Source: an optimization exercise on an open RTL-to-GDS flow (aim: small area, a short achievable clock period and few clock cycles per item). Production flows keep margins and buffers that such runs may drop. The RTL was checked by simulation tests, not by an equivalence proof against the original design. Power and IR drop assume default switching activity.

===== flow/design.v =====
package md2_pkg;
	localparam int BLOCK_BYTES = 16;
	localparam int STATE_BYTES = 48;
	localparam int ROUND_COUNT = 18;
	localparam logic [2047:0] PI_SBOX_FLAT = {
		8'h29,8'h2e,8'h43,8'hc9,8'ha2,8'hd8,8'h7c,8'h01,
		8'h3d,8'h36,8'h54,8'ha1,8'hec,8'hf0,8'h06,8'h13,
		8'h62,8'ha7,8'h05,8'hf3,8'hc0,8'hc7,8'h73,8'h8c,
		8'h98,8'h93,8'h2b,8'hd9,8'hbc,8'h4c,8'h82,8'hca,
		8'h1e,8'h9b,8'h57,8'h3c,8'hfd,8'hd4,8'he0,8'h16,
		8'h67,8'h42,8'h6f,8'h18,8'h8a,8'h17,8'he5,8'h12,
		8'hbe,8'h4e,8'hc4,8'hd6,8'hda,8'h9e,8'hde,8'h49,
		8'ha0,8'hfb,8'hf5,8'h8e,8'hbb,8'h2f,8'hee,8'h7a,
		8'ha9,8'h68,8'h79,8'h91,8'h15,8'hb2,8'h07,8'h3f,
		8'h94,8'hc2,8'h10,8'h89,8'h0b,8'h22,8'h5f,8'h21,
		8'h80,8'h7f,8'h5d,8'h9a,8'h5a,8'h90,8'h32,8'h27,
		8'h35,8'h3e,8'hcc,8'he7,8'hbf,8'hf7,8'h97,8'h03,
		8'hff,8'h19,8'h30,8'hb3,8'h48,8'ha5,8'hb5,8'hd1,
		8'hd7,8'h5e,8'h92,8'h2a,8'hac,8'h56,8'haa,8'hc6,
		8'h4f,8'hb8,8'h38,8'hd2,8'h96,8'ha4,8'h7d,8'hb6,
		8'h76,8'hfc,8'h6b,8'he2,8'h9c,8'h74,8'h04,8'hf1,
		8'h45,8'h9d,8'h70,8'h59,8'h64,8'h71,8'h87,8'h20,
		8'h86,8'h5b,8'hcf,8'h65,8'he6,8'h2d,8'ha8,8'h02,
		8'h1b,8'h60,8'h25,8'had,8'hae,8'hb0,8'hb9,8'hf6,
		8'h1c,8'h46,8'h61,8'h69,8'h34,8'h40,8'h7e,8'h0f,
		8'h55,8'h47,8'ha3,8'h23,8'hdd,8'h51,8'haf,8'h3a,
		8'hc3,8'h5c,8'hf9,8'hce,8'hba,8'hc5,8'hea,8'h26,
		8'h2c,8'h53,8'h0d,8'h6e,8'h85,8'h28,8'h84,8'h09,
		8'hd3,8'hdf,8'hcd,8'hf4,8'h41,8'h81,8'h4d,8'h52,
		8'h6a,8'hdc,8'h37,8'hc8,8'h6c,8'hc1,8'hab,8'hfa,
		8'h24,8'he1,8'h7b,8'h08,8'h0c,8'hbd,8'hb1,8'h4a,
		8'h78,8'h88,8'h95,8'h8b,8'he3,8'h63,8'he8,8'h6d,
		8'he9,8'hcb,8'hd5,8'hfe,8'h3b,8'h00,8'h1d,8'h39,
		8'hf2,8'hef,8'hb7,8'h0e,8'h66,8'h58,8'hd0,8'he4,
		8'ha6,8'h77,8'h72,8'hf8,8'heb,8'h75,8'h4b,8'h0a,
		8'h31,8'h44,8'h50,8'hb4,8'h8f,8'hed,8'h1f,8'h1a,
		8'hdb,8'h99,8'h8d,8'h33,8'h9f,8'h11,8'h83,8'h14
	};
	function automatic logic [7:0] pi_sbox(input logic [7:0] x);
		pi_sbox = PI_SBOX_FLAT[2047 - 8 * x -: 8];
	endfunction
endpackage
module md2_front (
	input  logic       push,
	output logic       full,
	input  logic [9:0] item,
	output logic       cmd_valid,
	output logic [7:0] cmd_data,
	output logic       cmd_byte,
	output logic       cmd_end,
	input  logic       ready
);
	assign full      = !ready;
	assign cmd_valid = push && (item[1] || item[0]);
	assign cmd_data  = item[9:2];
	assign cmd_byte  = item[1];
	assign cmd_end   = item[0];
endmodule
module md2_core (
	input  logic         clk,
	input  logic         arst_n,
	input  logic         cmd_valid,
	input  logic [7:0]   cmd_data,
	input  logic         cmd_byte,
	input  logic         cmd_end,
	output logic         ready,
	output logic         empty,
	input  logic         pop,
	output logic [127:0] result
);
	localparam int GROUPS = md2_pkg::BLOCK_BYTES;
	localparam logic [7:0] S0 = 8'h29;
	typedef enum logic [1:0] {
		S_ABS,
		S_PAD,
		S_CSUM,
		S_WAIT
	} state_t;
	typedef enum logic [1:0] {
		A_ABS,
		A_PAD,
		A_CSUM,
		A_OUT
	} after_t;
	state_t       state_q;
	after_t       after_q;
	logic         first_q;
	logic [3:0]   ph_q;
	logic         gap_q;
	logic [3:0]   j_q;
	logic         at_q;
	logic [4:0]   pad_q;
	logic [7:0]   sreg_q;
	logic         cu_q;
	logic         run_q;
	logic [1:0]   pass_q;
	logic [4:0]   round_q;
	logic         empty_q;
	logic [GROUPS-1:0][7:0] x0_q;
	logic [GROUPS-1:0][7:0] x1_q;
	logic [GROUPS-1:0][7:0] x2_q;
	logic [GROUPS-1:0][7:0] c_q;
	logic [7:0]   gx0_q;
	logic [7:0]   gx1_q;
	logic [7:0]   gx2_q;
	logic [7:0]   gc_q;
	logic         take;
	logic         step;
	logic         step0;
	logic         via_g;
	logic [3:0]   ph_nxt;
	logic [3:0]   j_nxt;
	logic         absorb;
	logic         csum_upd;
	logic         blk_last;
	logic [7:0]   b;
	logic [7:0]   s_out;
	logic [7:0]   h0z;
	logic [7:0]   h0f;
	logic [7:0]   e;
	logic [7:0]   se;
	logic [7:0]   y;
	logic [7:0]   sreg_nxt;
	logic [7:0]   sreg_early;
	logic         se_sel;
	logic [7:0]   c_head;
	logic [7:0]   c_new;
	logic [7:0]   tail0;
	logic [7:0]   tail1;
	logic [7:0]   tail2;
	logic [7:0]   tailc;
	assign step     = run_q && !gap_q;
	assign step0    = step && (round_q == 5'd0) && (pass_q == 2'd0) && (ph_q == 4'd0);
	assign via_g    = run_q && (gap_q || ((pass_q == 2'd2) && (round_q != 5'd17)));
	assign ready    = (state_q == S_ABS) && at_q;
	assign take     = ready && cmd_valid;
	assign absorb   = ((state_q == S_ABS) && cmd_valid && cmd_byte && at_q) ||
	                  (((state_q == S_PAD) || (state_q == S_CSUM)) && at_q);
	assign ph_nxt   = gap_q ? ph_q : ph_q + 1'b1;
	assign j_nxt    = absorb ? j_q + 1'b1 : j_q;
	assign csum_upd = absorb && (state_q != S_CSUM);
	assign blk_last = absorb && (j_q == 4'd15);
	assign b = (state_q == S_ABS) ? cmd_data :
	           (state_q == S_PAD) ? {3'b000, pad_q} : c_q[1];
	assign s_out = md2_pkg::pi_sbox(sreg_q);
	assign h0z = (first_q && round_q == 5'd0 && pass_q == 2'd0) ? 8'h00 : x0_q[0];
	assign h0f = first_q ? 8'h00 : x0_q[0];
	assign c_head = first_q ? 8'h00 : c_q[0];
	assign c_new  = c_head ^ s_out;
	assign e  = run_q ? h0z : (c_head ^ b);
	assign se = s_out ^ e;
	assign y  = step0 ? (h0z ^ S0) : se;
	assign se_sel = (step && !step0) || (!run_q && csum_upd && cu_q);
	always_comb begin
		sreg_early = 8'h00;
		if (gap_q) begin
			sreg_early = gx2_q + {3'b000, round_q};
		end else if (step0) begin
			sreg_early = h0z ^ S0;
		end else if (!run_q && csum_upd) begin
			sreg_early = b ^ ((first_q && j_q == 4'd0) ? 8'h00 : c_q[0]);
		end
	end
	assign sreg_nxt = se_sel ? se : sreg_early;
	always_comb begin
		tail0 = x0_q[0];
		tail1 = x1_q[0];
		tail2 = x2_q[0];
		if (step) begin
			tail0 = x1_q[0];
			tail1 = x2_q[0];
			tail2 = y;
		end else if (absorb) begin
			tail1 = b;
			tail2 = b ^ h0f;
		end
	end
	assign tailc = cu_q ? c_new : c_q[0];
	for (genvar g = 0; g < GROUPS; g++) begin : g_res
		assign result[127 - 8 * g -: 8] = x0_q[g];
	end
	assign empty = empty_q;
	always_ff @(posedge clk) begin
		for (int k = 0; k < GROUPS - 1; k++) begin
			x1_q[k] <= x1_q[k + 1];
			x2_q[k] <= x2_q[k + 1];
			c_q[k]  <= c_q[k + 1];
		end
		x1_q[GROUPS - 1] <= via_g ? gx1_q : tail1;
		x2_q[GROUPS - 1] <= (step && !step0 && !via_g) ? se : (via_g ? gx2_q : tail2);
		c_q[GROUPS - 1]  <= cu_q ? c_new : (via_g ? gc_q : c_q[0]);
		if (empty_q) begin
			for (int k = 0; k < GROUPS - 1; k++) begin
				x0_q[k] <= x0_q[k + 1];
			end
			x0_q[GROUPS - 1] <= via_g ? gx0_q : tail0;
		end
		gx0_q  <= tail0;
		gx1_q  <= tail1;
		gx2_q  <= (step && !step0) ? se : tail2;
		gc_q   <= tailc;
		sreg_q <= sreg_nxt;
	end
	always_ff @(posedge clk or negedge arst_n) begin
		if (!arst_n) begin
			state_q <= S_ABS;
			after_q <= A_ABS;
			first_q <= 1'b1;
			pad_q   <= '0;
			ph_q    <= '0;
			gap_q   <= 1'b0;
			j_q     <= '0;
			at_q    <= 1'b1;
			cu_q    <= 1'b0;
			run_q   <= 1'b0;
			pass_q  <= '0;
			round_q <= '0;
			empty_q <= 1'b1;
		end else begin
			ph_q   <= ph_nxt;
			j_q    <= j_nxt;
			at_q   <= (ph_nxt == j_nxt);
			cu_q   <= csum_upd;
			if (pop && !empty_q) begin
				empty_q <= 1'b1;
			end
			case (state_q)
				S_ABS: begin
					if (take) begin
						if (cmd_byte && j_q == 4'd15) begin
							state_q <= S_WAIT;
							after_q <= cmd_end ? A_PAD : A_ABS;
							pad_q   <= 5'd16;
						end else if (cmd_end) begin
							state_q <= S_PAD;
							pad_q   <= 5'd16 - {1'b0, j_q} - {4'd0, cmd_byte};
						end
					end
				end
				S_PAD: begin
					if (blk_last) begin
						state_q <= S_WAIT;
						after_q <= A_CSUM;
					end
				end
				S_CSUM: begin
					if (blk_last) begin
						state_q <= S_WAIT;
						after_q <= A_OUT;
					end
				end
				default: begin
				end
			endcase
			if ((blk_last || (state_q == S_WAIT && !run_q && ph_q == 4'd15)) && empty_q) begin
				run_q <= 1'b1;
			end
			if (gap_q) begin
				gap_q   <= 1'b0;
				round_q <= round_q + 1'b1;
			end else if (run_q && ph_q == 4'd15) begin
				pass_q <= (pass_q == 2'd2) ? 2'd0 : pass_q + 1'b1;
				if (pass_q == 2'd2) begin
					if (round_q == 5'd17) begin
						round_q <= '0;
						run_q   <= 1'b0;
						first_q <= 1'b0;
						case (after_q)
							A_ABS:  state_q <= S_ABS;
							A_PAD:  state_q <= S_PAD;
							A_CSUM: state_q <= S_CSUM;
							default: begin
								state_q <= S_ABS;
								empty_q <= 1'b0;
								first_q <= 1'b1;
							end
						endcase
					end else begin
						gap_q <= 1'b1;
					end
				end
			end
		end
	end
endmodule
module md2_digest_engine (
	input  logic               clk,
	input  logic               arst_n,
	input  logic               push,
	output logic               full,
	input  logic [9:0]         item,
	output logic               empty,
	input  logic               pop,
	output logic [127:0]       result
);
	logic       cmd_valid;
	logic [7:0] cmd_data;
	logic       cmd_byte;
	logic       cmd_end;
	logic       ready;
	md2_front u_front (
		.push     (push),
		.full     (full),
		.item     (item),
		.cmd_valid(cmd_valid),
		.cmd_data (cmd_data),
		.cmd_byte (cmd_byte),
		.cmd_end  (cmd_end),
		.ready    (ready)
	);
	md2_core u_core (
		.clk      (clk),
		.arst_n   (arst_n),
		.cmd_valid(cmd_valid),
		.cmd_data (cmd_data),
		.cmd_byte (cmd_byte),
		.cmd_end  (cmd_end),
		.ready    (ready),
		.empty    (empty),
		.pop      (pop),
		.result   (result)
	);
endmodule

===== flow/flow/run.sh =====
#!/bin/bash
# The standard layout (the standard.sh: the standard synthesis and ORFS
# from floorplan to finish), with one change: the buffers that placement puts
# on every input and output port are the platform's smallest plain buffer.
set -e
export BUFFER_PORTS_ARGS="-buffer_cell sky130_fd_sc_hd__buf_1"
bash standard.sh > standard.log 2>&1

===== flow/standard.sh =====
#!/bin/bash
# synth_recipe.tcl (not shown) runs the flow's synth.tcl, then flattens the netlist and writes it again
# the make line also repeats each setting of config.mk as NAME=value (left out here)
make -C /OpenROAD-flow-scripts/flow DESIGN_CONFIG=/design/flow/config.mk WORK_HOME=/design/flow/orfs CLKGATE_MAP_FILE= SYNTH_SCRIPT=/design/flow/synth_recipe.tcl "${@:-finish}"

===== flow/config.mk =====
export PLATFORM = sky130hd
export DESIGN_NAME = md2_digest_engine
export DESIGN_NICKNAME = md2_digest_engine
export VERILOG_FILES = /design/flow/design.v
export SDC_FILE = /design/flow/constraint.sdc
export NUM_CORES = 4
export LEC_CHECK = 0
export CAP_MARGIN = 20
export CORE_MARGIN = 2
export CORE_UTILIZATION = 40
export SETUP_SLACK_MARGIN = 4.2
export SLEW_MARGIN = 20

===== flow/constraint.sdc =====
create_clock -name core_clock -period 7.0 [get_ports {clk}]
set_input_delay 1.4000 -clock core_clock [delete_from_list [all_inputs] [get_ports {clk}]]
set_output_delay 1.4000 -clock core_clock [all_outputs]
set_load 0.01 [all_outputs]

==> results of run 1 <==
-- power by group --
| group | total (mW) | internal, mW | switching (mW) |
|---|---|---|---|
| logic | 4.65 | 1.90 | 2.75 |
| registers | 4.68 | 4.33 | 0.352 |
| clock network | 2.90 | 1.68 | 1.22 |
| total | 12.2 | 7.91 | 4.32 |
-- per-stage QoR --
| stage | total power, mW | area (um^2) | cells | hold slack (ns) | setup slack (ns) |
|---|---|---|---|---|---|
| after global placement | 7.92 | 21000 | 2384 | 0.310 | 3.07 |
| after detailed placement | 7.86 | 21000 | 2384 | 0.312 | 3.16 |
| after global routing | 12.7 | 24600 | 2573 | 0.328 | 4.02 |
| final | 12.2 | 24600 | 2573 | 0.320 | 4.05 |
| after CTS | 11.8 | 24200 | 2556 | 0.323 | 4.07 |
| after floorplan | 6.83 | 20000 | 1665 | 0.310 | 4.18 |
-- cell type report --
class                      count  area share, %
timing repair inverter         1         0.0203
inverter                      37          0.660
timing repair buffer         245           6.64
clock inverter                21          0.670
tap                          664           3.37
sequential                   582           53.2
multi-input combinational    944           28.8
clock buffer                  79           6.67
-- state kept, by name (all words and copies together) (netlist names), 2 cells and up --
name	cells
u_core.pass_q	2
u_core.j_q	4
u_core.c_q	128
u_core.round_q	5
u_core.x1_q	128
u_core.pad_q	5
u_core.gx2_q	8
u_core.after_q	2
u_core.gx0_q	8
u_core.sreg_q	8
u_core.ph_q	4
u_core.gc_q	8
u_core.state_q	2
u_core.gx1_q	8
u_core.x2_q	128
u_core.x0_q	128
-- final timing paths --
| kind | to | cells past startpoint | slack (ns) |
|---|---|---|---|
| worst max register to register | u_core.gc_q[5]$_DFF_P_ | 12 | 4.05 |
| worst min-delay path | u_core.x1_q[54]$_DFF_P_ | 0 | 0.32 |
| worst min register to register | u_core.x1_q[54]$_DFF_P_ | 0 | 0.32 |
| max in group asynchronous | u_core.run_q$_DFF_PN0_ | 1 | 5.57 |
| min in group asynchronous | u_core.pass_q[1]$_DFFE_PN0P_ | 1 | 0.88 |
| worst max-delay path | u_core.gc_q[5]$_DFF_P_ | 12 | 4.05 |
-- worst max-delay path, stage by stage, from the launching register on --
cell and delay (ns):
dfxtp_4 0.41, clkinvlp_4 0.15, buf_4 0.16, buf_4 0.15, ha_4 0.18, and2_4 0.18
or3_4 0.34, a311oi_4 0.31, a2111oi_4 0.11, a311oi_4 0.29, buf_6 0.19, mux2i_1 0.23
a21oi_1 0.10
-- per-layer routing --
metal	share of wire (%)	vias to the layer above	wire, um
met3	7.9	205	4460
met2	44	710	24900
met1	43	6830	24000
met4	5.2	0	2950
li1	-	6361	-
met5	0	-	0
-- cell usage in the layout (no fill, tap or decap), types with 21 or more instances in the layout --
cell	n
dfxtp_1	418
nand2_1	145
buf_1	140
edfxtp_1	128
nor2_1	85
a21oi_1	77
buf_4	68
clkbuf_16	61
o21ai_0	60
mux2i_1	35
inv_1	28
dfrtp_1	26
nand2b_1	25
ha_1	25
xnor2_1	24
nand3_1	22
a211oi_1	21
-- kinds of logic (layout without fill, tap and decap cells) --
family	after synthesis	count (layout)	share of synthesized area (%)
multiplexers	55	55	3.02
adder cells (fa/ha/maj)	38	38	2.42
AND/OR/NAND/NOR	413	413	10.2
buffers and inverters	139	383	3.11
flip-flops	582	582	65.5
XOR/XNOR	51	51	2.28
AO/OA/AOI/OAI	387	387	13.4
-- repair_timing --
item | in CTS | in global routing
endpoints found under the setup margin | 52 | 45
gates resized for setup | 135 | 68
pin swaps | 36 | 35
hold buffers | 0 | 0
buffers inserted | 71 | 14
cloned | 1 | 3
==> flow_metrics.env, run 1 <==
export IMPL_use_met3_pct=4.12
export IMPL_synth_edff_count=128
export IMPL_worstMarginPinSlew_ns=0.981
export IMPL_syn_nets=1717
export IMPL_synth_most_common_cell="dfxtp_1"
export IMPL_synth_warnings=1
export IMPL_grt_antenna_before_repair=0
export IMPL_seq_area_um2=13100
export IMPL_hold_violations=0
export IMPL_cts_max_path_buffers=3
export IMPL_clock_latency_ns=0.59
export IMPL_path_class="register to register"
export IMPL_grt_use_total_pct=21.3
export IMPL_period_share_pct=42.1
export IMPL_finalNetCount=1919
export IMPL_cts_inserted_buffers=56
export IMPL_synth_area_leaders="dfxtp_1 43%, edfxtp_1 19%, dfrtp_1 3.4%, nand2_1 2.8%, ha_1 2.3%"
export IMPL_diodes=0
export IMPL_rr_startpoint="u_core.sreg_q[0]$_DFF_P_"
export IMPL_synth_distinct_cells=93
export IMPL_start_util_pct=40.6
export IMPL_multi_input_area_um2=7090
export IMPL_vias=14106
export IMPL_worstPathArrival_ns=3.40
export IMPL_max_freq_ghz=0.339
export IMPL_start_kind="register"
export IMPL_end_kind="register"
export IMPL_synth_top_cell_area_share_pct=42.5
export IMPL_fillers=4357
export IMPL_ant_nets=0
export IMPL_viasPerCell=5.48
export IMPL_crit_fanout=6
export IMPL_overflow=0
export IMPL_grt_max_degree=77
export IMPL_leakagePower_nw=9.87
export IMPL_die_y_um=227
export IMPL_clock_sinks=582
export IMPL_async_flop_share_pct=5.15
export IMPL_dieArea_um2=51700
export IMPL_syn_area_per_cell_um2=12.0
export IMPL_io_buffers=143
export IMPL_yosys_area_top_type="dfxtp_1"
export IMPL_hold_start="u_core.x1_q[62]$_DFF_P_"
export IMPL_grt_setup_unrepaired="true"
export IMPL_grt_pass1_vias=13517
export IMPL_gr_max_usage_layer="met2"
export IMPL_synthTopCellsByCount="424 x dfxtp_1, 149 x nand2_1, 128 x edfxtp_1"
export IMPL_finalCriticalPeriod_ns=2.95
export IMPL_htree_levels=2
export IMPL_rows=81
export IMPL_drv_cap=0
export IMPL_ys_ff_latch=582
export IMPL_setup_viol_count_final=0
export IMPL_cts_tree="done"
export IMPL_fin_util_pct=50.1
export IMPL_grt_use_met1_pct=28.8
export IMPL_place_hpwl_um=34500
export IMPL_fin_skew_ns=0.0213
export IMPL_report_final_slew_viol_count=0
export IMPL_final_setup_tns_ns=0
export IMPL_die_width_um=227
export IMPL_use_met2_pct=32.7
export IMPL_required_ns=7.45
export IMPL_num_io_pins=144
export IMPL_powerDensity_nw_per_um2=496
export IMPL_drtIter0Drc=1571
export IMPL_coreArea_um2=49200
export IMPL_routed_wl_um=56300
export IMPL_slew_limit_headroom_pct=34.5
export IMPL_crit_start="u_core.sreg_q[0]$_DFF_P_"
export IMPL_synthesis_area_um2=20000
export IMPL_min_path_type="register to register"
export IMPL_gp_congestion=0.982
export IMPL_firstDrtPassIters=6
export IMPL_path_clk_slew_ns=0.06
export IMPL_wl_per_cell_um=21.9
export IMPL_status="complete, no violations"
export IMPL_synthCells=1665
export IMPL_drive_gt1_share_pct=19.0
export IMPL_cts_root_buf="clkbuf_16"
export IMPL_synthFlopType="dfxtp_1"
export IMPL_vdd_ir_drop_max_mv=0.243
export IMPL_syn2layout_area_growth_pct=23.5
export IMPL_synth_seq_area_share_pct=65.5
export IMPL_drc=0
export IMPL_grt_pass1_wl_um=82400
Testbench counts, summed over its fixed seeds: cycles 387,439, bytes 4,355.
==> run 2: changes to the inputs <==
--- a/flow/config.mk
+++ b/flow/config.mk
@@ -5,8 +5,10 @@
 export SDC_FILE = /design/flow/constraint.sdc
 export NUM_CORES = 4
 export LEC_CHECK = 0
+export ABC_AREA = 1
 export CAP_MARGIN = 20
 export CORE_MARGIN = 2
 export CORE_UTILIZATION = 40
+export PLACE_DENSITY = 0.5
 export SETUP_SLACK_MARGIN = 4.2
 export SLEW_MARGIN = 20
==> run 2 against run 1 <==
  * Still clean
  * Critical path depth is 11 lower
  * Register-to-register slack gained 0.25 ns
  * Sequential cell count did not move
  * Die area fell by 2.1%
  * Maximum frequency rose by 3.4%
  * Sequential share of layout area up 3.5 points
  * Non-clock buffer count fell by 62
  * Critical endpoint is now empty
  * Largest cell class unchanged
  * Largest power group unchanged
==> flow_metrics.env, run 2 <==
export IMPL_worstPathArrival_ns=1.45
export IMPL_synth_distinct_cells=40
export IMPL_powerDensity_nw_per_um2=473
export IMPL_fin_skew_ns=0.0182
export IMPL_viasPerCell=5.08
export IMPL_synthTopCellsByCount="466 x nand2_1, 424 x dfxtp_1, 340 x nand3_1"
export IMPL_report_final_slew_viol_count=0
export IMPL_rr_startpoint="u_core.sreg_q[0]$_DFF_P_"
export IMPL_coreArea_um2=48500
export IMPL_drive_gt1_share_pct=10.0
export IMPL_gr_max_usage_layer="met2"
export IMPL_gp_congestion=0.969
export IMPL_path_clk_slew_ns=0.06
export IMPL_rows=81
export IMPL_grt_use_met1_pct=29.4
export IMPL_grt_max_degree=71
export IMPL_clock_sinks=582
export IMPL_synth_fa_ha_area_share_pct=2.47
export IMPL_drc=0
export IMPL_final_setup_tns_ns=0
export IMPL_synth_top_family_by_area="simple AND/OR/NAND/NOR gates"
export IMPL_max_freq_ghz=0.351
export IMPL_ant_nets=0
export IMPL_synthesis_area_um2=19500
export IMPL_crit_slowest_cell="dfstp_4"
export IMPL_grt_pass1_vias=13749
export IMPL_whs_path_depth=0
export IMPL_synth_warnings=1
export IMPL_start_util_pct=40.3
export IMPL_htree_levels=2
export IMPL_r2r_slack_ns=4.30
export IMPL_firstDrtPassIters=6
export IMPL_cts_hold_buffers=0
export IMPL_drv_cap=0
export IMPL_use_met3_pct=4.82
export IMPL_period_share_pct=40.7
export IMPL_synth_edff_count=128
export IMPL_crit_chain="buf_6"
export IMPL_min_to="u_core.x2_q[114]$_DFF_P_"
export IMPL_vdd_ir_drop_max_mv=0.217
export IMPL_finalNetCount=2160
export IMPL_min_path_type="register to register"
export IMPL_die_y_um=225
export IMPL_clock_latency_ns=0.63
export IMPL_cts_root_buf="clkbuf_16"
export IMPL_grt_pass1_wl_um=81700
export IMPL_reg2reg_to="u_core.x2_q[121]$_DFF_P_"
export IMPL_r2r_cells=16
export IMPL_wl_per_cell_um=19.4
export IMPL_diodes=0
export IMPL_start_kind="register"
export IMPL_synth_mux_area_share_pct=0.154
export IMPL_finalCriticalPeriod_ns=2.85
export IMPL_path_class="register to primary output"
export IMPL_critPathMaxStageDelay_ns=0.70
export IMPL_cts_tree="done"
export IMPL_syn_area_per_cell_um2=10.1
export IMPL_cts_inserted_buffers=57
export IMPL_end_kind="primary output"
export IMPL_grt_use_total_pct=21.3
export IMPL_num_io_pins=144
export IMPL_dieArea_um2=50600
export IMPL_leakagePower_nw=10.2
export IMPL_io_buffers=143
export IMPL_synth_compound_area_share_pct=4.76
export IMPL_routed_wl_um=53900
export IMPL_cp_num_cells=1
export IMPL_synth_area_leaders="dfxtp_1 43%, edfxtp_1 20%, nand2_1 8.9%, nand3_1 8.7%, dfrtp_1 3.5%"
export IMPL_use_met2_pct=32.2
export IMPL_final_cell_mix="451 x nand2_1, 422 x dfxtp_1, 327 x nand3_1"
export IMPL_synth_simple_gate_area_share_pct=20.2
export IMPL_grt_setup_unrepaired="true"
export IMPL_hold_start="u_core.x2_q[122]$_DFF_P_"
export IMPL_critical_path_top_delay_family="flip-flops"
export IMPL_synthXorXnorAreaFrac_pct=1.21
export IMPL_required_ns=5.60
export IMPL_crit_fanout=2
export IMPL_vias=14099
export IMPL_ys_ff_latch=582
export IMPL_path_buf_inv=1
export IMPL_setup_viol_count_final=0
export IMPL_grt_antenna_before_repair=0
export IMPL_totalPowerFinal_mw=10.9
export IMPL_mostFrequentLayoutCell="nand2_1"
export IMPL_synthCells=1939
export IMPL_overflow=0
export IMPL_synth_seq_area_share_pct=67.0
export IMPL_status="complete, no violations"
export IMPL_syn_nets=1991
export IMPL_synthFlopType="dfxtp_1"
export IMPL_hold_violations=0
export IMPL_syn2layout_area_growth_pct=18.2
export IMPL_synth_top_cell_area_share_pct=43.4
export IMPL_drtIter0Drc=1471
export IMPL_slew_limit_headroom_pct=45.1
export IMPL_synth_most_common_cell="nand2_1"
export IMPL_fillers=4580
export IMPL_async_flop_share_pct=5.15
export IMPL_worstMarginPinSlew_ns=0.823
export IMPL_place_hpwl_um=36400
export IMPL_yosys_area_top_type="dfxtp_1"
export IMPL_cts_max_path_buffers=3
export IMPL_die_width_um=225
[run 2: changes by cell type in the layout (fill, tap and decap cells not counted), moves of 17 or more]
cell      before  now
mux2i_1       35    3
buf_4         68   32
a21oi_1       77   51
inv_1         28  115
nand3_1       22  327
a211oi_1      21    0
nand2_1      145  451
nand2b_1      25    0
xnor2_1       24    7
[run 2: repair_timing]
item | 4_1_cts | 5_1_grt
setup endpoints to repair | 64 | 112
setup buffers | 17 | 7
pin swaps | 2 | 2
gates resized for setup | 49 | 44
cloned | 0 | 0
[run 2: layer usage]
layer  share of wire (%)  up-vias
met4                 4.0        0
met5                   0        -
met3                 7.4      132
li1                    -     6740
met1                  45     6706
met2                  43      521
[run 2: cell families (layout without fill, tap and decap cells)]
kind of cell | after synthesis | after routing
AO/OA/AOI/OAI | 169 | 169
XOR/XNOR | 27 | 27
adder cells (fa/ha/maj) | 38 | 38
buffers and inverters | 204 | 418
flip-flops | 582 | 582
multiplexers | 3 | 3
AND/OR/NAND/NOR | 916 | 916
[run 2: cell type report]
class / count / area (um^2) / share of cell area [%]
Clock buffer: 80 / 1670 / 7.22
Clock inverter: 24 / 293 / 1.27
Inverter: 131 / 527 / 2.28
Multi-Input combinational cell: 1153 / 5850 / 25.3
Sequential cell: 582 / 13100 / 56.7
Tap cell: 622 / 778 / 3.37
Timing Repair Buffer: 183 / 891 / 3.86
[run 2: how the worst max path moves through the flow]
stage | start | to | slack, ns
5_1_grt | u_core.state_q[1]$_DFF_PN0_ | full | 4.10
4_1_cts | u_core.state_q[1]$_DFF_PN0_ | full | 4.13
3_3_place_gp | push | u_core.sreg_q[0]$_DFF_P_ | 3.09
3_5_place_dp | push | u_core.sreg_q[0]$_DFF_P_ | 3.04
6_report | u_core.empty_q$_DFF_PN1_ | empty | 4.15
2_1_floorplan | u_core.empty_q$_DFF_PN1_ | empty | 4.26
[run 2: power by group]
group / internal, mW / total (mW) / switching (mW)
logic: 0.954 / 3.40 / 2.44
clock network: 1.82 / 3.10 / 1.28
registers: 4.21 / 4.43 / 0.218
total: 6.99 / 10.9 / 3.94
[run 2: stage by stage]
step	cells	setup WS, ns	hold slack [ns]	util [%]	area, um^2
3_5_place_dp	2647	3.04	0.312	42.5	20600
3_3_place_gp	2647	3.09	0.310	42.5	20600
4_1_cts	2768	4.13	0.308	47.2	22900
2_1_floorplan	1939	4.26	0.310	-	19600
6_report	2775	4.15	0.318	47.6	23100
5_1_grt	2775	4.10	0.308	47.6	23100
==> run 3: changes to the inputs <==
--- a/flow/config.mk
+++ b/flow/config.mk
@@ -8,7 +8,7 @@
 export ABC_AREA = 1
 export CAP_MARGIN = 20
 export CORE_MARGIN = 2
-export CORE_UTILIZATION = 40
+export CORE_UTILIZATION = 45
 export PLACE_DENSITY = 0.5
 export SETUP_SLACK_MARGIN = 4.2
 export SLEW_MARGIN = 20
==> run 3 against run 2 <==
  * Still clean on timing, DRC and antenna
  * Die area decreased by 11%
  * Area after synthesis unchanged
  * Sequential power about the same
  * Clock power about the same
  * Via count decreased by 0.28%
  * Clock skew increased by 0.0066 ns
  * Maximum frequency increased by 0.53%
  * Hold slack got worse by 0.0046 ns
  * Largest power group unchanged
==> flow_metrics.env, run 3 <==
export IMPL_grt_antenna_before_repair=1
export IMPL_path_buf_inv=1
export IMPL_setup_viol_count_final=0
export IMPL_syn_nets=1991
export IMPL_min_path_type="register to register"
export IMPL_totalPowerFinal_mw=10.9
export IMPL_ant_nets=0
export IMPL_synthCells=1939
export IMPL_crit_fanout=2
export IMPL_viasPerCell=5.13
export IMPL_fillers=3960
export IMPL_worstPathArrival_ns=1.44
export IMPL_grt_pass1_vias=13434
export IMPL_critical_path_top_delay_family="flip-flops"
export IMPL_yosys_area_top_type="dfxtp_1"
export IMPL_overflow=0
export IMPL_final_cell_mix="453 x nand2_1, 421 x dfxtp_1, 330 x nand3_1"
export IMPL_period_share_pct=40.5
export IMPL_r2r_cells=13
export IMPL_slew_limit_headroom_pct=36.5
export IMPL_report_final_slew_viol_count=0
export IMPL_cts_hold_buffers=0
export IMPL_powerDensity_nw_per_um2=474
export IMPL_synthFlopType="dfxtp_1"
export IMPL_swShare_pct=36.4
export IMPL_drtIter0Drc=1028
export IMPL_hold_violations=0
export IMPL_combPwrFrac_pct=31.0
export IMPL_syn_area_per_cell_um2=10.1
export IMPL_p_int_mw=6.94
export IMPL_synth_warnings=1
export IMPL_p_sw_mw=3.97
export IMPL_end_kind="primary output"
export IMPL_fin_skew_ns=0.0248
export IMPL_finalCriticalPeriod_ns=2.84
export IMPL_start_util_pct=45.5
export IMPL_wl_per_cell_um=19.5
export IMPL_firstDrtPassIters=6
export IMPL_synth_area_leaders="dfxtp_1 43%, edfxtp_1 20%, nand2_1 8.9%, nand3_1 8.7%, dfrtp_1 3.5%"
export IMPL_rows=76
export IMPL_final_setup_tns_ns=0
export IMPL_cts_tree="done"
export IMPL_path_class="register to primary output"
export IMPL_cp_num_cells=1
export IMPL_whs_path_depth=0
export IMPL_synth_most_common_cell="nand2_1"
export IMPL_place_hpwl_um=36000
export IMPL_cts_root_buf="clkbuf_16"
export IMPL_mostFrequentLayoutCell="nand2_1"
export IMPL_ys_ff_latch=582
export IMPL_grt_max_degree=80
export IMPL_path_clk_slew_ns=0.06
export IMPL_critPathMaxStageDelay_ns=0.69
export IMPL_num_io_pins=144
export IMPL_syn2layout_area_growth_pct=17.9
export IMPL_die_y_um=212
export IMPL_max_freq_ghz=0.353
export IMPL_grt_pass1_wl_um=80200
export IMPL_crit_slowest_cell="dfstp_4"
export IMPL_synth_edff_count=128
export IMPL_drive_gt1_share_pct=9.74
export IMPL_cts_inserted_buffers=55
export IMPL_vias=14060
export IMPL_start_kind="register"
export IMPL_pwr_share_clk_pct=28.1
export IMPL_coreArea_um2=43000
export IMPL_vdd_ir_drop_max_mv=0.267
export IMPL_crit_chain="buf_6"
export IMPL_synthTopCellsByCount="466 x nand2_1, 424 x dfxtp_1, 340 x nand3_1"
export IMPL_seq_area_um2=13100
export IMPL_status="complete, no violations"
export IMPL_dieArea_um2=45100
export IMPL_required_ns=5.60
export IMPL_gp_congestion=0.958
export IMPL_synth_seq_area_share_pct=67.0
export IMPL_leakagePower_nw=10.2
export IMPL_cts_max_path_buffers=3
export IMPL_diodes=0
export IMPL_synthesis_area_um2=19500
export IMPL_io_buffers=143
export IMPL_htree_levels=2
export IMPL_multi_input_area_um2=5800
export IMPL_clock_sinks=582
export IMPL_synth_top_cell_area_share_pct=43.4
export IMPL_p_seq_share_pct=40.8
export IMPL_finalNetCount=2160
export IMPL_drc=0
export IMPL_synth_distinct_cells=40
export IMPL_grt_setup_unrepaired="true"
export IMPL_drv_cap=0
export IMPL_grt_use_total_pct=23.7
export IMPL_worstMarginPinSlew_ns=0.952
export IMPL_routed_wl_um=53300
export IMPL_async_flop_share_pct=5.15
export IMPL_clock_latency_ns=0.61
export IMPL_die_width_um=212
run 3: path summary, 6_finish.rpt:
path	to	from	slack (ns)
setup / recovery	empty	u_core.empty_q$_DFF_PN1_	4.16
hold / removal	u_core.x2_q[95]$_DFF_P_	u_core.x2_q[103]$_DFF_P_	0.31
setup reg to reg	u_core.c_q[125]$_DFF_P_	u_core.sreg_q[0]$_DFF_P_	4.28
hold reg to reg	u_core.x2_q[95]$_DFF_P_	u_core.x2_q[103]$_DFF_P_	0.31
max in group asynchronous	u_core.state_q[1]$_DFF_PN0_	arst_n	5.57
min in group asynchronous	u_core.round_q[1]$_DFFE_PN0P_	arst_n	0.86
run 3: kinds of logic after synthesis:
family	share of synthesized area (%)
flip-flops	67.0
adder cells (fa/ha/maj)	2.47
AND/OR/NAND/NOR	20.2
multiplexers	0.154
XOR/XNOR	1.21
AO/OA/AOI/OAI	4.76
buffers and inverters	4.29
run 3: power groups by stage:
stage	logic (mW)	clock network [mW]	registers (mW)
3_5_place_dp	3.08	0	4.51
2_1_floorplan	2.10	0	4.41
4_1_cts	3.17	3.16	4.46
6_report	3.39	3.07	4.46
5_1_grt	3.68	3.29	4.53
3_3_place_gp	3.14	0	4.50
run 3: area by class of cell:
cell class,count,area share (%)
clock buffers,69,6.83
clock inverters,35,1.58
inverters,131,2.29
multi-input cells,1153,25.2
flip-flops and latches,582,56.8
well taps,585,3.18
repair buffers,185,4.12
run 3: what timing repair did:
item | 4_1_cts | 5_1_grt
pin swaps | 3 | 5
setup endpoints to repair | 56 | 41
gates cloned | 0 | 0
hold endpoints to repair | 0 | 0
setup buffers | 16 | 12
resized for setup | 43 | 38
run 3: per-layer routing:
layer	up-vias	part of all wire, %	global-route usage, %
met3	128	7.4	4.68
met4	0	3.8	9.21
met5	-	0	0
li1	6751	-	-
met2	554	44	36.8
met1	6627	45	32.7
run 3: through the flow:
stage          instance area [um^2]  setup slack, ns  instances  hold slack (ns)  utilization (%)
2_1_floorplan                 19600             4.26       1939            0.310                -
5_1_grt                       23000             4.13       2740            0.318             53.6
4_1_cts                       22800             4.12       2728            0.308             53.1
3_5_place_dp                  20600             3.12       2608            0.312             47.9
3_3_place_gp                  20600             3.14       2608            0.310             47.9
6_report                      23000             4.16       2740            0.313             53.6
==> run 4: changes to the inputs <==
--- a/flow/config.mk
+++ b/flow/config.mk
@@ -8,7 +8,7 @@
 export ABC_AREA = 1
 export CAP_MARGIN = 20
 export CORE_MARGIN = 2
-export CORE_UTILIZATION = 45
-export PLACE_DENSITY = 0.5
+export CORE_UTILIZATION = 55
+export PLACE_DENSITY = 0.6
 export SETUP_SLACK_MARGIN = 4.2
 export SLEW_MARGIN = 20
==> run 4 against run 3 <==
  * Setup slack improved by 0.011 ns
  * Register-to-register slack barely moved
  * Sequential power rose by 0.9%
  * Clock skew fell by 0.0017 ns
  * Largest power group unchanged
  * Critical path depth rose by 3
  * Non-clock buffer count fell by 6
==> flow_metrics.env, run 4 <==
export IMPL_clock_sinks=582
export IMPL_syn_area_per_cell_um2=10.1
export IMPL_drive_gt1_share_pct=9.05
export IMPL_final_setup_tns_ns=0
export IMPL_cts_inserted_buffers=53
export IMPL_setup_viol_count_final=0
export IMPL_leakagePower_nw=10.1
export IMPL_gp_congestion=0.987
export IMPL_overflow=0
export IMPL_grt_setup_unrepaired="true"
export IMPL_diodes=0
export IMPL_ant_nets=0
export IMPL_synth_top_cell_area_share_pct=43.4
export IMPL_synthTopCellsByCount="466 x nand2_1, 424 x dfxtp_1, 340 x nand3_1"
export IMPL_grt_use_total_pct=28.3
export IMPL_grt_pass1_vias=13535
export IMPL_worstMarginPinSlew_ns=0.867
export IMPL_status="complete, no violations"
export IMPL_grt_pass1_wl_um=78100
export IMPL_coreArea_um2=35300
export IMPL_drtIter0Drc=1104
export IMPL_yosys_area_top_type="dfxtp_1"
export IMPL_fin_skew_ns=0.0232
export IMPL_start_util_pct=55.4
export IMPL_fin_hold_ws_ns=0.308
export IMPL_wl_per_cell_um=20.1
export IMPL_synthCells=1939
export IMPL_routed_wl_um=52500
export IMPL_drc=0
export IMPL_die_y_um=193
export IMPL_mostFrequentLayoutCell="nand2_1"
export IMPL_async_flop_share_pct=5.15
export IMPL_worst_slack_ns=4.17
export IMPL_place_ws_ns=3.20
export IMPL_grt_max_degree=73
export IMPL_max_freq_ghz=0.354
export IMPL_report_final_slew_viol_count=0
export IMPL_num_io_pins=144
export IMPL_syn2layout_area_growth_pct=15.8
export IMPL_synthesis_area_um2=19500
export IMPL_slew_limit_headroom_pct=42.2
export IMPL_path_clk_slew_ns=0.08
export IMPL_powerDensity_nw_per_um2=470
export IMPL_io_buffers=143
export IMPL_cts_tree="done"
export IMPL_die_width_um=193
export IMPL_start_kind="register"
export IMPL_cts_max_path_buffers=3
export IMPL_synth_distinct_cells=40
export IMPL_ys_ff_latch=582
export IMPL_cts_root_buf="clkbuf_16"
export IMPL_synth_area_leaders="dfxtp_1 43%, edfxtp_1 20%, nand2_1 8.9%, nand3_1 8.7%, dfrtp_1 3.5%"
export IMPL_viasPerCell=5.45
export IMPL_grt_antenna_before_repair=0
export IMPL_clock_latency_ns=0.61
export IMPL_synth_most_common_cell="nand2_1"
export IMPL_place_hpwl_um=34400
export IMPL_synth_warnings=1
export IMPL_htree_levels=2
export IMPL_worstPathArrival_ns=1.43
export IMPL_final_cell_mix="448 x nand2_1, 422 x dfxtp_1, 331 x nand3_1"
export IMPL_vdd_ir_drop_max_mv=0.438
export IMPL_drv_cap=0
export IMPL_min_path_type="register to register"
export IMPL_totalPowerFinal_mw=10.6
export IMPL_vias=14204
export IMPL_fin_util_pct=64.1
export IMPL_finalNetCount=2153
export IMPL_synth_seq_area_share_pct=67.0
export IMPL_finalCriticalPeriod_ns=2.83
export IMPL_crit_fanout=2
export IMPL_synthFlopType="dfxtp_1"
export IMPL_period_share_pct=40.4
export IMPL_dieArea_um2=37100
export IMPL_firstDrtPassIters=6
export IMPL_required_ns=5.60
export IMPL_synth_edff_count=128
export IMPL_end_kind="primary output"
export IMPL_syn_nets=1991
export IMPL_hold_violations=0
export IMPL_cts_hold_buffers=0
export IMPL_path_class="register to primary output"
export IMPL_rows=69
## run 4: cell types whose count changed in the layout (fill, tap and decap cells not counted), sizes merged
cell    change
buf         -6
bufinv      -1
clkbuf      +3
clkinv      -6
inv         -2
## run 4: kinds of logic (layout without fill, tap and decap cells)
logic type	Yosys count	in the layout	share of synthesized area, %
compound gates	169	169	4.76
xor+xnor	27	27	1.21
fa+ha+maj	38	38	2.47
buf+inv	204	408	4.29
flops	582	582	67.0
mux	3	3	0.154
simple gates	916	916	20.2
## run 4: timing repair
action | CTS | global route
gates resized for setup | 41 | 35
endpoints found under the hold margin | 0 | 0
pin swaps | 2 | 3
endpoints found under the setup margin | 62 | 42
buffers inserted | 13 | 10
gates cloned | 0 | 1
## run 4: per-layer routing
metal | GRT usage, % | share of wire [%]
met4 | 12.9 | 4.1
met1 | 38.7 | 43
met2 | 43.7 | 45
met3 | 5.47 | 7.7
met5 | 0 | 0
## run 4: per-stage QoR
stage               instances  area (um^2)
floorplan                1939        19600
global placement         2483        20400
detailed placement       2483        20400
CTS                      2593        22400
global route             2604        22600
finish                   2604        22600
## run 4: path summary, 6_finish.rpt
| kind | end | start | cells past startpoint | slack (ns) |
|---|---|---|---|---|
| setup / recovery | full | u_core.state_q[0]$_DFF_PN0_ | 4 | 4.17 |
| hold / removal | u_core.c_q[61]$_DFF_P_ | u_core.c_q[69]$_DFF_P_ | 0 | 0.31 |
| setup reg to reg | u_core.x2_q[122]$_DFF_P_ | u_core.sreg_q[0]$_DFF_P_ | 14 | 4.27 |
| hold reg to reg | u_core.c_q[61]$_DFF_P_ | u_core.c_q[69]$_DFF_P_ | 0 | 0.31 |
| max in group asynchronous | u_core.state_q[1]$_DFF_PN0_ | arst_n | 1 | 5.56 |
| min in group asynchronous | u_core.round_q[4]$_DFFE_PN0P_ | arst_n | 1 | 0.87 |
## run 4: area by class of cell
| type | count | area (um^2) |
|---|---|---|
| tap | 461 | 577 |
| sequential | 582 | 13100 |
| clock buffer | 72 | 1480 |
| timing repair inverter | 1 | 5.00 |
| multi-input combinational | 1153 | 5800 |
| inverter | 131 | 524 |
| timing repair buffer | 179 | 876 |
| fill | 2802 | 12700 |
| clock inverter | 25 | 275 |
## run 4: worst max-delay path, cell delays in order (launching register included)
cell and delay [ns]:
dfrtp_2 0.43, inv_4 0.07, ha_4 0.15, nand2_4 0.05
buf_6 0.11
## run 4: report_power, final
| group | switching, mW | leakage (nW) | internal [mW] |
|---|---|---|---|
| registers | 0.292 | 5.26 | 4.21 |
| logic | 2.34 | 3.95 | 0.943 |
| clock network | 1.24 | 0.866 | 1.62 |
==> run 5: changes to the inputs <==
--- a/flow/config.mk
+++ b/flow/config.mk
@@ -8,7 +8,7 @@
 export ABC_AREA = 1
 export CAP_MARGIN = 20
 export CORE_MARGIN = 2
-export CORE_UTILIZATION = 55
-export PLACE_DENSITY = 0.6
+export CORE_UTILIZATION = 50
+export PLACE_DENSITY = 0.55
 export SETUP_SLACK_MARGIN = 4.2
 export SLEW_MARGIN = 20
==> run 5 against run 4 <==
  * Hold slack better by 0.0050 ns
  * Final cell count is 2.4% higher
  * Combinational power is 3% higher
  * Clock skew is 0.0050 ns higher
  * First-iteration DRC count is 3.1% higher
  * Critical path type unchanged
  * Largest cell class unchanged
==> flow_metrics.env, run 5 <==
export IMPL_grt_max_degree=74
export IMPL_viasPerCell=5.28
export IMPL_num_io_pins=144
export IMPL_path_buf_inv=2
export IMPL_critPathMaxStageDelay_ns=0.42
export IMPL_final_cell_mix="448 x nand2_1, 422 x dfxtp_1, 330 x nand3_1"
export IMPL_grt_setup_unrepaired="true"
export IMPL_slew_limit_headroom_pct=47.0
export IMPL_clock_sinks=582
export IMPL_multi_input_area_um2=5840
export IMPL_crit_chain="inv_2 -> ha_4 -> nand2_4 -> buf_6"
export IMPL_start_util_pct=50.6
export IMPL_ant_nets=0
export IMPL_firstDrtPassIters=7
export IMPL_dieArea_um2=40700
export IMPL_htree_levels=2
export IMPL_final_setup_tns_ns=0
export IMPL_rows=72
export IMPL_drv_cap=0
export IMPL_fin_hold_ws_ns=0.313
export IMPL_worstMarginPinSlew_ns=0.795
export IMPL_cts_root_buf="clkbuf_16"
export IMPL_synthCells=1939
export IMPL_syn2layout_area_growth_pct=16.5
export IMPL_diodes=0
export IMPL_synthTopCellsByCount="466 x nand2_1, 424 x dfxtp_1, 340 x nand3_1"
export IMPL_die_width_um=202
export IMPL_vias=14072
export IMPL_io_buffers=143
export IMPL_coreArea_um2=38600
export IMPL_path_clk_slew_ns=0.07
export IMPL_path_class="register to primary output"
export IMPL_min_path_type="register to register"
export IMPL_synth_warnings=1
export IMPL_fin_util_pct=58.9
export IMPL_cts_tree="done"
export IMPL_synth_seq_area_share_pct=67.0
export IMPL_yosys_area_top_type="dfxtp_1"
export IMPL_syn_area_per_cell_um2=10.1
export IMPL_report_final_slew_viol_count=0
export IMPL_status="complete, no violations"
export IMPL_powerDensity_nw_per_um2=469
export IMPL_cts_max_path_buffers=3
export IMPL_synth_edff_count=128
export IMPL_overflow=0
export IMPL_worstPathArrival_ns=1.42
export IMPL_mostFrequentLayoutCell="nand2_1"
export IMPL_wl_per_cell_um=19.4
export IMPL_clock_latency_ns=0.60
export IMPL_end_kind="primary output"
export IMPL_worst_slack_ns=4.18
export IMPL_period_share_pct=40.3
export IMPL_synth_area_leaders="dfxtp_1 43%, edfxtp_1 20%, nand2_1 8.9%, nand3_1 8.7%, dfrtp_1 3.5%"
export IMPL_finalCriticalPeriod_ns=2.82
export IMPL_crit_fanout=2
export IMPL_cts_inserted_buffers=54
export IMPL_drive_gt1_share_pct=9.17
export IMPL_ys_ff_latch=582
export IMPL_async_flop_share_pct=5.15
export IMPL_synth_distinct_cells=40
export IMPL_synthesis_area_um2=19500
export IMPL_seq_area_um2=13100
export IMPL_hold_violations=0
export IMPL_grt_pass1_vias=13539
export IMPL_grt_antenna_before_repair=1
export IMPL_place_hpwl_um=34600
export IMPL_drc=0
export IMPL_max_freq_ghz=0.355
export IMPL_critical_path_top_delay_family="flip-flops"
export IMPL_vdd_ir_drop_max_mv=0.278
export IMPL_synthFlopType="dfxtp_1"
export IMPL_gp_congestion=1.01
export IMPL_r2r_slack_ns=4.27
export IMPL_routed_wl_um=51600
export IMPL_synth_most_common_cell="nand2_1"
export IMPL_setup_viol_count_final=0
export IMPL_syn_nets=1991
export IMPL_required_ns=5.60
export IMPL_fin_skew_ns=0.0281
export IMPL_totalPowerFinal_mw=10.7
export IMPL_die_y_um=202
export IMPL_finalNetCount=2155
export IMPL_grt_use_total_pct=25.6
export IMPL_start_kind="register"
export IMPL_drtIter0Drc=1138
export IMPL_grt_pass1_wl_um=79300
export IMPL_fillers=3309
export IMPL_synth_top_cell_area_share_pct=43.4
export IMPL_crit_slowest_cell="dfrtp_2"
export IMPL_place_ws_ns=3.14
export IMPL_leakagePower_nw=10.1
run 5: cell types whose count changed in the layout (fill, tap and decap cells not counted), moves of 3 or more:
| cell | previous run | this run |
|---|---|---|
| inv_2 | 4 | 7 |
| clkbuf_16 | 53 | 57 |
| clkinv_1 | 1 | 4 |
| clkinvlp_4 | 8 | 4 |
| clkbuf_1 | 9 | 13 |
run 5: layout make-up:
| cell class | count | area share (%) |
|---|---|---|
| Sequential cell | 582 | 57.5 |
| Clock inverter | 25 | 0.868 |
| Inverter | 131 | 2.29 |
| Timing Repair Buffer | 181 | 4.03 |
| Clock buffer | 76 | 6.84 |
| Multi-Input combinational cell | 1153 | 25.6 |
| Tap cell | 518 | 2.85 |
run 5: where the power goes:
group	internal [mW]	leakage [nW]	switching, mW
logic	0.986	3.98	2.41
registers	4.21	5.25	0.253
clock network	1.61	0.880	1.22
run 5: timing repair:
action / 4_1_cts / 5_1_grt
buffers inserted: 15 / 7
gates resized for setup: 38 / 54
cloned: 0 / 0
setup endpoints to repair: 54 / 108
pin swaps: 2 / 4
hold buffers: 0 / 0
run 5: worst paths after layout:
| kind | start | end | cells past startpoint |
|---|---|---|---|
| max | u_core.state_q[1]$_DFF_PN0_ | full | 4 |
| max in group asynchronous | arst_n | u_core.gap_q$_DFF_PN0_ | 1 |
| min | u_core.x1_q[119]$_DFF_P_ | u_core.x1_q[111]$_DFF_P_ | 0 |
| max reg2reg | u_core.sreg_q[4]$_DFF_P_ | u_core.c_q[124]$_DFF_P_ | 12 |
| min in group asynchronous | arst_n | u_core.run_q$_DFF_PN0_ | 1 |
| min reg2reg | u_core.x1_q[119]$_DFF_P_ | u_core.x1_q[111]$_DFF_P_ | 0 |
run 5: metal layers:
metal  track usage, %  share of wire, %  vias up
met5                0             0.033        -
met4             11.9               4.3        2
met3             5.57               8.0      153
met2             39.2                44      580
met1             34.9                44     6589
li1                 -                 -     6748
run 5: cells by family after synthesis:
group / Yosys count / synth area share, %
muxes: 3 / 0.154
DFF: 582 / 67.0
xor gates and xnor gates: 27 / 1.21
and+or+nand+nor: 916 / 20.2
buffers and inverters: 204 / 4.29
adders and majority gates: 38 / 2.47
AOI/OAI and AO/OA: 169 / 4.76
run 5: through the flow:
step	instance area [um^2]	std cells
floorplan	19600	1939
global placement	20500	2543
detailed placement	20500	2543
CTS	22500	2659
global route	22800	2666
finish	22800	2666
==> run 6: changes to the inputs <==
--- a/flow/config.mk
+++ b/flow/config.mk
@@ -10,5 +10,5 @@
 export CORE_MARGIN = 2
 export CORE_UTILIZATION = 50
 export PLACE_DENSITY = 0.55
-export SETUP_SLACK_MARGIN = 4.2
+export SETUP_SLACK_MARGIN = 4.1
 export SLEW_MARGIN = 20
==> run 6 against run 5 <==
  * Combinational power down 3%
  * Non-clock buffer count down 5
  * Setup slack lost 0.016 ns
  * Critical path type is now register to register
==> flow_metrics.env, run 6 <==
export IMPL_start_kind="register"
export IMPL_routed_wl_um=51400
export IMPL_end_kind="register"
export IMPL_r2r_cells=11
export IMPL_grt_pass1_wl_um=79300
export IMPL_setup_viol_count_final=0
export IMPL_wl_per_cell_um=19.3
export IMPL_synth_top_cell_area_share_pct=43.4
export IMPL_crit_fanout=35
export IMPL_synth_simple_gate_area_share_pct=20.2
export IMPL_synth_warnings=1
export IMPL_required_ns=7.47
export IMPL_final_setup_tns_ns=0
export IMPL_syn_nets=1991
export IMPL_fillers=3332
export IMPL_whs_path_depth=0
export IMPL_powerDensity_nw_per_um2=469
export IMPL_crit_start="u_core.sreg_q[2]$_DFF_P_"
export IMPL_htree_levels=2
export IMPL_rows=72
export IMPL_synth_compound_area_share_pct=4.76
export IMPL_max_freq_ghz=0.353
export IMPL_grt_use_total_pct=25.6
export IMPL_vdd_ir_drop_max_mv=0.278
export IMPL_io_buffers=143
export IMPL_min_path_type="register to register"
export IMPL_async_flop_share_pct=5.15
export IMPL_synthCells=1939
export IMPL_grt_setup_unrepaired="true"
export IMPL_overflow=0
export IMPL_clock_sinks=582
export IMPL_cts_inserted_buffers=54
export IMPL_start_util_pct=50.6
export IMPL_syn2layout_area_growth_pct=15.6
export IMPL_rr_startpoint="u_core.sreg_q[2]$_DFF_P_"
export IMPL_vias=14089
export IMPL_drtIter0Drc=1087
export IMPL_period_share_pct=40.5
export IMPL_design_area_um2=22600
export IMPL_synth_top_family_by_area="simple AND/OR/NAND/NOR gates"
export IMPL_cts_root_buf="clkbuf_16"
export IMPL_cts_hold_buffers=0
export IMPL_grt_antenna_before_repair=1
export IMPL_worst_slack_ns=4.17
export IMPL_grt_max_degree=74
export IMPL_num_io_pins=144
export IMPL_ys_ff_latch=582
export IMPL_path_clk_slew_ns=0.07
export IMPL_die_y_um=202
export IMPL_finalCriticalPeriod_ns=2.83
export IMPL_place_hpwl_um=34600
export IMPL_worstMarginPinSlew_ns=0.912
export IMPL_reg2reg_to="u_core.x2_q[123]$_DFF_P_"
export IMPL_seq_area_um2=13100
export IMPL_die_width_um=202
export IMPL_finalNetCount=2150
export IMPL_path_class="register to register"
export IMPL_synth_edff_count=128
export IMPL_synth_seq_area_share_pct=67.0
export IMPL_gp_congestion=1.01
export IMPL_slew_limit_headroom_pct=38.5
export IMPL_coreArea_um2=38600
export IMPL_fin_skew_ns=0.0284
export IMPL_stdcell_count=2661
export IMPL_synthFlopType="dfxtp_1"
export IMPL_synth_area_leaders="dfxtp_1 43%, edfxtp_1 20%, nand2_1 8.9%, nand3_1 8.7%, dfrtp_1 3.5%"
export IMPL_syn_area_per_cell_um2=10.1
export IMPL_firstDrtPassIters=7
export IMPL_hold_start="u_core.x1_q[119]$_DFF_P_"
export IMPL_grt_pass1_vias=13525
export IMPL_dp_cells=2543
export IMPL_drive_gt1_share_pct=8.12
export IMPL_synth_mux_area_share_pct=0.154
export IMPL_synth_fa_ha_area_share_pct=2.47
export IMPL_mostFrequentLayoutCell="nand2_1"
export IMPL_hold_violations=0
export IMPL_report_final_slew_viol_count=0
export IMPL_place_area_um2=20500
export IMPL_synth_most_common_cell="nand2_1"
export IMPL_drv_cap=0
export IMPL_status="complete, no violations"
export IMPL_min_to="u_core.x1_q[111]$_DFF_P_"
export IMPL_place_ws_ns=3.14
export IMPL_drc=0
export IMPL_dieArea_um2=40700
export IMPL_clock_latency_ns=0.60
export IMPL_yosys_area_top_type="dfxtp_1"
export IMPL_synthXorXnorAreaFrac_pct=1.21
export IMPL_synthTopCellsByCount="466 x nand2_1, 424 x dfxtp_1, 340 x nand3_1"
export IMPL_multi_input_area_um2=5730
export IMPL_diodes=0
export IMPL_worstPathArrival_ns=3.30
export IMPL_viasPerCell=5.29
export IMPL_ant_nets=0
export IMPL_final_cell_mix="453 x nand2_1, 422 x dfxtp_1, 337 x nand3_1"
export IMPL_cts_max_path_buffers=3
export IMPL_leakagePower_nw=10.0
export IMPL_r2r_slack_ns=4.17
export IMPL_totalPowerFinal_mw=10.6
export IMPL_synth_distinct_cells=40
export IMPL_cts_tree="done"
export IMPL_synthesis_area_um2=19500
==> run 6: cell counts after synthesis <==
No cell type changed its count.
==> run 6: worst max-delay path by stage <==
stage,to
final,u_core.x2_q[123]$_DFF_P_
after CTS,u_core.sreg_q[0]$_DFF_P_
after global routing,u_core.x2_q[121]$_DFF_P_
after detailed placement,u_core.sreg_q[0]$_DFF_P_
after floorplan,empty
after global placement,u_core.sreg_q[0]$_DFF_P_
==> run 6: area by class of cell <==
| cell class | instances | share of cell area (%) |
|---|---|---|
| Clock buffer | 76 | 6.90 |
| Clock inverter | 25 | 0.875 |
| Inverter | 131 | 2.27 |
| Multi-Input combinational cell | 1153 | 25.4 |
| Sequential cell | 582 | 58.0 |
| Tap cell | 518 | 2.87 |
| Timing Repair Buffer | 176 | 3.73 |
==> run 6: cells by family after synthesis <==
| group | count (synthesis) |
|---|---|
| multiplexers | 3 |
| buffers and inverters | 204 |
| flip-flops | 582 |
| XOR/XNOR | 27 |
| AO/OA/AOI/OAI | 169 |
| AND/OR/NAND/NOR | 916 |
| adder cells (fa/ha/maj) | 38 |
==> run 6: what timing repair did <==
| action | CTS | global route |
|---|---|---|
| buffers inserted | 12 | 5 |
| gates resized for setup | 25 | 29 |
| gates cloned | 0 | 0 |
| pin swaps | 1 | 3 |
| setup endpoints to repair | 46 | 41 |
==> run 6: through the flow <==
stage | hold slack, ns | util, %
4_1_cts | 0.310 | 58.1
6_report | 0.312 | 58.5
2_1_floorplan | 0.310 | -
3_5_place_dp | 0.312 | 53.1
5_1_grt | 0.322 | 58.5
3_3_place_gp | 0.310 | 53.1
==> run 6: where the power goes <==
group	switching, mW	total [mW]	internal [mW]
Clock	1.21	2.82	1.61
Combinational	2.35	3.30	0.950
Sequential	0.256	4.47	4.21
Total	3.82	10.6	6.77
==> run 6: metal layers <==
metal  up-vias  part of all wire [%]  global-route usage [%]  routed length [um]
li1       6749                     -                       -                   -
met1      6606                    44                    34.9               22600
met2       586                    44                    39.0               22900
met3       146                   7.4                    5.60                3790
met4         2                   4.3                    11.9                2190
met5         -                 0.033                       0                  17
==> run 6: worst max-delay path, cell delays in order (launching register included) <==
cell,delay (ns)
dfxtp_2,0.32
buf_4,0.44
ha_1,0.51
inv_1,0.15
nand3_1,0.14
nand3_1,0.16
nand3_1,0.13
nand3_1,0.17
nand2_1,0.22
nand3_1,0.19
nand3_1,0.13
nand2_1,0.07
==> run 7: changes to the inputs <==
--- a/flow/config.mk
+++ b/flow/config.mk
@@ -10,5 +10,5 @@
 export CORE_MARGIN = 2
 export CORE_UTILIZATION = 50
 export PLACE_DENSITY = 0.55
-export SETUP_SLACK_MARGIN = 4.1
+export SETUP_SLACK_MARGIN = 4.3
 export SLEW_MARGIN = 20
==> run 7 against run 6 <==
  * Via count is 0.67% higher
  * Largest cell class unchanged
  * Combinational power is 5% higher
  * Core utilization is 0.96 points higher
  * Highest routed layer unchanged
  * Final cell count is 0.56% higher
  * First-iteration DRC count is 2.3% higher
  * Clock power hardly changed
  * Sequential power hardly changed
  * Clock skew hardly changed
  * Die area stayed put
  * Setup slack better by 0.014 ns
  * Non-clock buffer count is 15 higher
==> flow_metrics.env, run 7 <==
export IMPL_drtIter0Drc=1112
export IMPL_critPathMaxStageDelay_ns=0.41
export IMPL_drive_gt1_share_pct=10.1
export IMPL_finalNetCount=2165
export IMPL_worstMarginPinSlew_ns=0.793
export IMPL_report_final_slew_viol_count=0
export IMPL_path_clk_slew_ns=0.07
export IMPL_synthCells=1939
export IMPL_synthTopCellsByCount="466 x nand2_1, 424 x dfxtp_1, 340 x nand3_1"
export IMPL_syn_nets=1991
export IMPL_synth_seq_area_share_pct=67.0
export IMPL_start_util_pct=50.6
export IMPL_mostFrequentLayoutCell="nand2_1"
export IMPL_rows=72
export IMPL_start_kind="register"
export IMPL_firstDrtPassIters=7
export IMPL_finalCriticalPeriod_ns=2.82
export IMPL_vias=14184
export IMPL_grt_use_total_pct=25.6
export IMPL_fin_skew_ns=0.0286
export IMPL_crit_fanout=2
export IMPL_slew_limit_headroom_pct=47.2
export IMPL_num_io_pins=144
export IMPL_clock_sinks=582
export IMPL_viasPerCell=5.30
export IMPL_leakagePower_nw=10.2
export IMPL_coreArea_um2=38600
export IMPL_fin_util_pct=59.4
export IMPL_syn_area_per_cell_um2=10.1
export IMPL_gp_congestion=1.01
export IMPL_hold_violations=0
export IMPL_required_ns=5.60
export IMPL_clock_latency_ns=0.60
export IMPL_cts_inserted_buffers=54
export IMPL_max_freq_ghz=0.355
export IMPL_min_path_type="register to register"
export IMPL_place_hpwl_um=34600
export IMPL_grt_antenna_before_repair=1
export IMPL_dieArea_um2=40700
export IMPL_grt_max_degree=74
export IMPL_synth_warnings=1
export IMPL_ant_nets=0
export IMPL_synthFlopType="dfxtp_1"
export IMPL_synth_edff_count=128
export IMPL_syn2layout_area_growth_pct=17.5
export IMPL_synth_distinct_cells=40
export IMPL_async_flop_share_pct=5.15
export IMPL_vdd_ir_drop_max_mv=0.278
export IMPL_crit_chain="inv_2 -> ha_4 -> nand2_4 -> buf_6"
export IMPL_cts_max_path_buffers=3
export IMPL_io_buffers=143
export IMPL_drc=0
export IMPL_crit_slowest_cell="dfrtp_2"
export IMPL_setup_viol_count_final=0
export IMPL_synth_top_cell_area_share_pct=43.4
export IMPL_grt_pass1_wl_um=79500
export IMPL_final_setup_tns_ns=0
export IMPL_period_share_pct=40.3
export IMPL_end_kind="primary output"
export IMPL_drv_cap=0
export IMPL_critical_path_top_delay_family="flip-flops"
export IMPL_cts_root_buf="clkbuf_16"
export IMPL_grt_setup_unrepaired="true"
export IMPL_path_buf_inv=2
export IMPL_die_width_um=202
export IMPL_yosys_area_top_type="dfxtp_1"
export IMPL_worstPathArrival_ns=1.42
export IMPL_status="complete, no violations"
export IMPL_die_y_um=202
export IMPL_cts_tree="done"
export IMPL_path_class="register to primary output"
export IMPL_synth_most_common_cell="nand2_1"
export IMPL_powerDensity_nw_per_um2=469
export IMPL_ys_ff_latch=582
export IMPL_routed_wl_um=52100
export IMPL_grt_pass1_vias=13524
export IMPL_synthesis_area_um2=19500
export IMPL_synth_area_leaders="dfxtp_1 43%, edfxtp_1 20%, nand2_1 8.9%, nand3_1 8.7%, dfrtp_1 3.5%"
export IMPL_wl_per_cell_um=19.5
export IMPL_overflow=0
export IMPL_final_cell_mix="445 x nand2_1, 422 x dfxtp_1, 327 x nand3_1"
export IMPL_diodes=0
export IMPL_htree_levels=2
-- run 7: per-stage QoR --
step | hold WS, ns | power (mW) | worst slack, ns | instances | area (um^2)
5_1_grt | 0.322 | 11.3 | 4.12 | 2676 | 23000
4_1_cts | 0.310 | 10.6 | 4.13 | 2664 | 22600
3_5_place_dp | 0.312 | 7.54 | 3.14 | 2543 | 20500
3_3_place_gp | 0.310 | 7.56 | 3.24 | 2543 | 20500
2_1_floorplan | 0.310 | 6.51 | 4.26 | 1939 | 19600
6_report | 0.314 | 10.8 | 4.18 | 2676 | 23000
-- run 7: repair_timing --
action	CTS	global route
gates cloned	0	1
hold endpoints to repair	0	0
gates resized for setup	53	59
pin swaps	3	5
hold buffers	0	0
buffers inserted	20	11
endpoints found under the setup margin	63	111
-- run 7: layer usage --
metal / up-vias / track usage [%] / share of wire [%]
met4: 2 / 11.6 / 3.6
met3: 127 / 5.09 / 7.4
li1: 6765 / - / -
met1: 6689 / 35.3 / 44
met5: - / 0 / 0.025
met2: 601 / 39.3 / 45
-- run 7: final cells by class --
class                      count  area (um^2)
clock buffer                  76         1560
clock inverter                25          198
fill                        3286        15700
inverter                     131          527
multi-input combinational   1153         5900
sequential                   582        13100
tap                          518          648
timing repair buffer         191         1040
-- run 7: power by group --
part	switching [mW]	internal, mW
sequential	0.253	4.21
combinational	2.45	1.03
clock	1.21	1.61
-- run 7: cells by family after synthesis --
kind of cell    count (synthesis)  share of synthesized area, %
xor+xnor                       27                          1.21
mux                             3                         0.154
fa+ha+maj                      38                          2.47
simple gates                  916                          20.2
compound gates                169                          4.76
flops                         582                          67.0
buf+inv                       204                          4.29
-- run 7: path summary, 6_finish.rpt --
kind	startpoint	to	slack, ns	cells after the start
hold / removal	u_core.x1_q[119]$_DFF_P_	u_core.x1_q[111]$_DFF_P_	0.31	0
max in group asynchronous	arst_n	u_core.gap_q$_DFF_PN0_	5.56	1
setup reg to reg	u_core.sreg_q[1]$_DFF_P_	u_core.x2_q[122]$_DFF_P_	4.39	13
min in group asynchronous	arst_n	u_core.run_q$_DFF_PN0_	0.88	1
setup / recovery	u_core.state_q[0]$_DFF_PN0_	full	4.18	4
hold reg to reg	u_core.x1_q[119]$_DFF_P_	u_core.x1_q[111]$_DFF_P_	0.31	0

[re-timing with driven ports]
The flow's constraints put no driver on any port. The routed layouts listed below were extracted and timed again, unchanged, in two steps. Step 1 assumes that a clkbuf_16 drives the clock port and a buf_2 every other input. Step 2 also shifts input and output timing later by t, the mid clock arrival at the registers, as if the neighbouring blocks saw the same clock. Three values: ideal ports, drivers, drivers and shift; two values: the first two.
| run | shift t [ns] | setup WS [ns] | clock arrival spread, ns | worst register clock-pin slew, ns | cell pins on the clock port's net |
|---|---|---|---|---|---|
| run 1 | 0.637 | 4.050 / 4.050 / 3.680 | 0.022 / 0.021 | 0.07 / 0.07 | 1 |
| run 2 | 0.675 | 4.148 / 4.090 / 3.757 | 0.020 / 0.020 | 0.07 / 0.07 | 1 |
| run 3 | 0.655 | 4.163 / 4.109 / 3.811 | 0.027 / 0.027 | 0.07 / 0.07 | 1 |
| run 4 | 0.649 | 4.174 / 4.122 / 3.818 | 0.027 / 0.027 | 0.08 / 0.08 | 1 |
| run 5 | 0.645 | 4.182 / 4.125 / 3.750 | 0.031 / 0.031 | 0.07 / 0.07 | 1 |
| run 6 | 0.645 | 4.167 / 4.111 / 3.756 | 0.032 / 0.031 | 0.07 / 0.07 | 1 |
| run 7 | 0.645 | 4.180 / 4.123 / 3.827 | 0.030 / 0.031 | 0.07 / 0.07 | 1 |
After both steps every run listed still meets setup and hold. For run 5, which loses most, drivers alone change the setup slack by -0.057 ns; drivers and shift together by -0.432 ns.
